This design comes from an exercise in tuning for small area and a short achievable clock period on the open sky130 flow, not from production work. The RTL was checked by simulation tests, not by an equivalence proof against the original design. Power is estimated from default activity; no workload was simulated.

==> module joltage_select_sum, before the edit <==
module joltage_select_sum #(
  parameter int MAX_K = 12,
  parameter int VAL_W = 40,
  parameter int SUM_W = 64,
  parameter int CNT_W = 32,
  localparam int KW   = $clog2(MAX_K+1)
)(
  input  logic             clk,
  input  logic             rst_n,
  input  logic [KW-1:0]    k_sel,
  input  logic [3:0]       in_digit,
  input  logic             in_last,
  input  logic             in_valid,
  output logic             in_ready,
  input  logic             sum_clr,
  output logic             line_valid,
  output logic [VAL_W-1:0] line_value,
  output logic             line_short,
  output logic [SUM_W-1:0] sum_out,
  output logic [CNT_W-1:0] lines_done,
  output logic [2:0]       error
);
  logic [MAX_K-1:0][3:0] dig, cand;
  logic [MAX_K-1:1] shf_q, asc_nxt, shf_nxt;
  logic [VAL_W-1:0] val_p, val_g, va_nxt, vb_nxt;
  logic [VAL_W-1:0] val;
  logic [KW-1:0]    cnt, k_r, k_nxt;
  logic             live, fin, rdy, in_line;
  logic             acc, upd, clr, dig_ok, k_ok, short_l, add_ok;
  logic [VAL_W:0]   add_lo;
  logic [SUM_W-1:0] sum_nxt;
  logic             carry;
  logic [CNT_W-1:0] lines_nxt;
  logic [2:0]       err_set;
  assign in_ready = rdy;
  assign acc      = in_valid && in_ready;
  assign dig_ok   = (in_digit <= 4'd9);
  assign upd      = acc && dig_ok;
  assign clr      = fin || !live;
  assign k_ok     = (k_sel != '0) && (k_sel <= KW'(MAX_K));
  assign short_l  = (cnt < k_r);
  assign add_ok   = fin && !short_l;
  assign k_nxt = in_line ? k_r : (k_ok ? k_sel : KW'(MAX_K));
  always_comb begin
    cand[0] = (shf_q[1] || in_digit > dig[0]) ? in_digit : dig[0];
    for (int j = 1; j < MAX_K; j++)
      cand[j] = shf_q[j] ? dig[j-1] : dig[j];
    for (int j = 1; j < MAX_K; j++)
      asc_nxt[j] = (KW'(j) < k_nxt) && (cand[j] < cand[j-1]);
    shf_nxt[MAX_K-1] = asc_nxt[MAX_K-1];
    for (int j = MAX_K-2; j >= 1; j--)
      shf_nxt[j] = shf_nxt[j+1] | asc_nxt[j];
  end
  jss_bcd2bin u_conv (.d(cand), .va(va_nxt), .vb(vb_nxt));
  assign line_valid = fin;
  assign line_short = fin && short_l;
  assign line_value = add_ok ? val : '0;
  jss_cpa_pg #(.W(VAL_W)) u_val (.p_in(val_p), .g_in(val_g), .s(val));
  jss_cpa_sklansky #(.W(VAL_W+1)) u_add (.a({1'b0, sum_out[VAL_W-1:0]}), .b({1'b0, line_value}), .s(add_lo));
  jss_inc #(.W(SUM_W-VAL_W)) u_inc_hi (.a(sum_out[SUM_W-1:VAL_W]), .ci(add_lo[VAL_W]), .s(sum_nxt[SUM_W-1:VAL_W]), .co(carry));
  assign sum_nxt[VAL_W-1:0] = add_lo[VAL_W-1:0];
  assign lines_nxt = lines_done + CNT_W'(fin);
  assign err_set = {carry,
                    (fin && short_l) || (acc && !in_line && !k_ok),
                    acc && !dig_ok};
  always_ff @(posedge clk or negedge rst_n) begin
    if (!rst_n) begin
      live    <= 1'b0;
      fin     <= 1'b0;
      rdy     <= 1'b0;
    end else begin
      live <= 1'b1;
      fin  <= acc && in_last;
      rdy  <= !(acc && in_last);
    end
  end
  always_ff @(posedge clk) begin
    if (clr) begin
      in_line <= 1'b0;
      dig     <= '0;
      shf_q   <= '0;
      cnt     <= '0;
    end else begin
      if (acc) in_line <= !in_last;
      if (upd) begin
        dig   <= cand;
        shf_q <= shf_nxt;
        if (cnt != KW'(MAX_K)) cnt <= cnt + 1'b1;
      end
    end
  end
  always_ff @(posedge clk) begin
    if (acc && !in_line) k_r <= k_ok ? k_sel : KW'(MAX_K);
    if (upd) begin
      val_p <= va_nxt ^ vb_nxt;
      val_g <= va_nxt & vb_nxt;
    end
  end
  always_ff @(posedge clk or negedge rst_n) begin
    if (!rst_n) begin
      sum_out    <= '0;
      lines_done <= '0;
      error      <= '0;
    end else if (sum_clr) begin
      sum_out    <= '0;
      lines_done <= '0;
      error      <= '0;
    end else begin
      error <= error | err_set;
      lines_done <= lines_nxt;
      sum_out    <= sum_nxt;
    end
  end
endmodule
clock: 9.0 ns
lec_check: 0
cap_margin: 20
core_margin: 2
core_utilization: 55
setup_slack_margin: 4.1
slew_margin: 20
standard.sh (not shown) runs the stock make flow with config.mk's settings and CLKGATE_MAP_FILE= SYNTH_SCRIPT=/design/flow/synth_recipe.tcl, a recipe that flattens the netlist after the stock synthesis.
==> flow/flow/run.sh <==
#!/bin/bash
set -euo pipefail
export BUFFER_PORTS_ARGS="-buffer_cell sky130_fd_sc_hd__buf_1"
export CTS_ARGS="-sink_clustering_enable -repair_clock_nets -dont_use_dummy_load -sink_clustering_size 24 -sink_clustering_max_diameter 100"
bash standard.sh finish > standard_flow.log 2>&1
Next try:
--- a/flow/design.v
+++ b/flow/design.v
@@ -40,13 +40,18 @@
   assign k_ok     = (k_sel != '0) && (k_sel <= KW'(MAX_K));
   assign short_l  = (cnt < k_r);
   assign add_ok   = fin && !short_l;
+  function automatic logic dig_lt(input logic [3:0] a, input logic [3:0] b);
+    logic lt3;
+    lt3 = a[2:0] < b[2:0];
+    dig_lt = (!a[3] && (b[3] || lt3)) || (b[3] && lt3);
+  endfunction
   assign k_nxt = in_line ? k_r : (k_ok ? k_sel : KW'(MAX_K));
   always_comb begin
     cand[0] = (shf_q[1] || in_digit > dig[0]) ? in_digit : dig[0];
     for (int j = 1; j < MAX_K; j++)
       cand[j] = shf_q[j] ? dig[j-1] : dig[j];
     for (int j = 1; j < MAX_K; j++)
-      asc_nxt[j] = (KW'(j) < k_nxt) && (cand[j] < cand[j-1]);
+      asc_nxt[j] = (KW'(j) < k_nxt) && dig_lt(cand[j], cand[j-1]);
     shf_nxt[MAX_K-1] = asc_nxt[MAX_K-1];
     for (int j = MAX_K-2; j >= 1; j--)
       shf_nxt[j] = shf_nxt[j+1] | asc_nxt[j];
Effect: The new run went through all stages and came out clean; routed wire length drops by 1.6%; non-clock buffer count climbs by 4; global-route usage drops by 0.33 points; worst hold slack barely changes; cell count drops by 1.2%; flip-flop and latch count does not change; total power drops by 1.8%; design area drops by 1.2%.

what the ideal ports hide:
In the flow no input, the clock included, has a driving cell. The finished layouts below were timed again as built, in two steps. Step 1 sets driving cells, clkbuf_16 on the clock port and buf_2 on the other inputs (assumed; they add their load-dependent delay and slew). Step 2 moves the port delays by t, midway between the first and last clock arrival at a register: inputs arrive t later, outputs are due t later. That takes back most of the time a late clock gives input paths. Slacks: ideal / step 1 / step 2; pairs: ideal / step 1.
run	shift t [ns]	setup slack, ns	cell pins on the clock port's net
the first run	0.538	4.252 / 4.198 / 3.834	1
the second run	0.524	4.222 / 4.184 / 3.840	1
After both steps setup and hold are still met in every run listed. The setup slack of the first run, which loses most, moves by -0.054 ns with the drivers and by -0.418 ns with both steps.
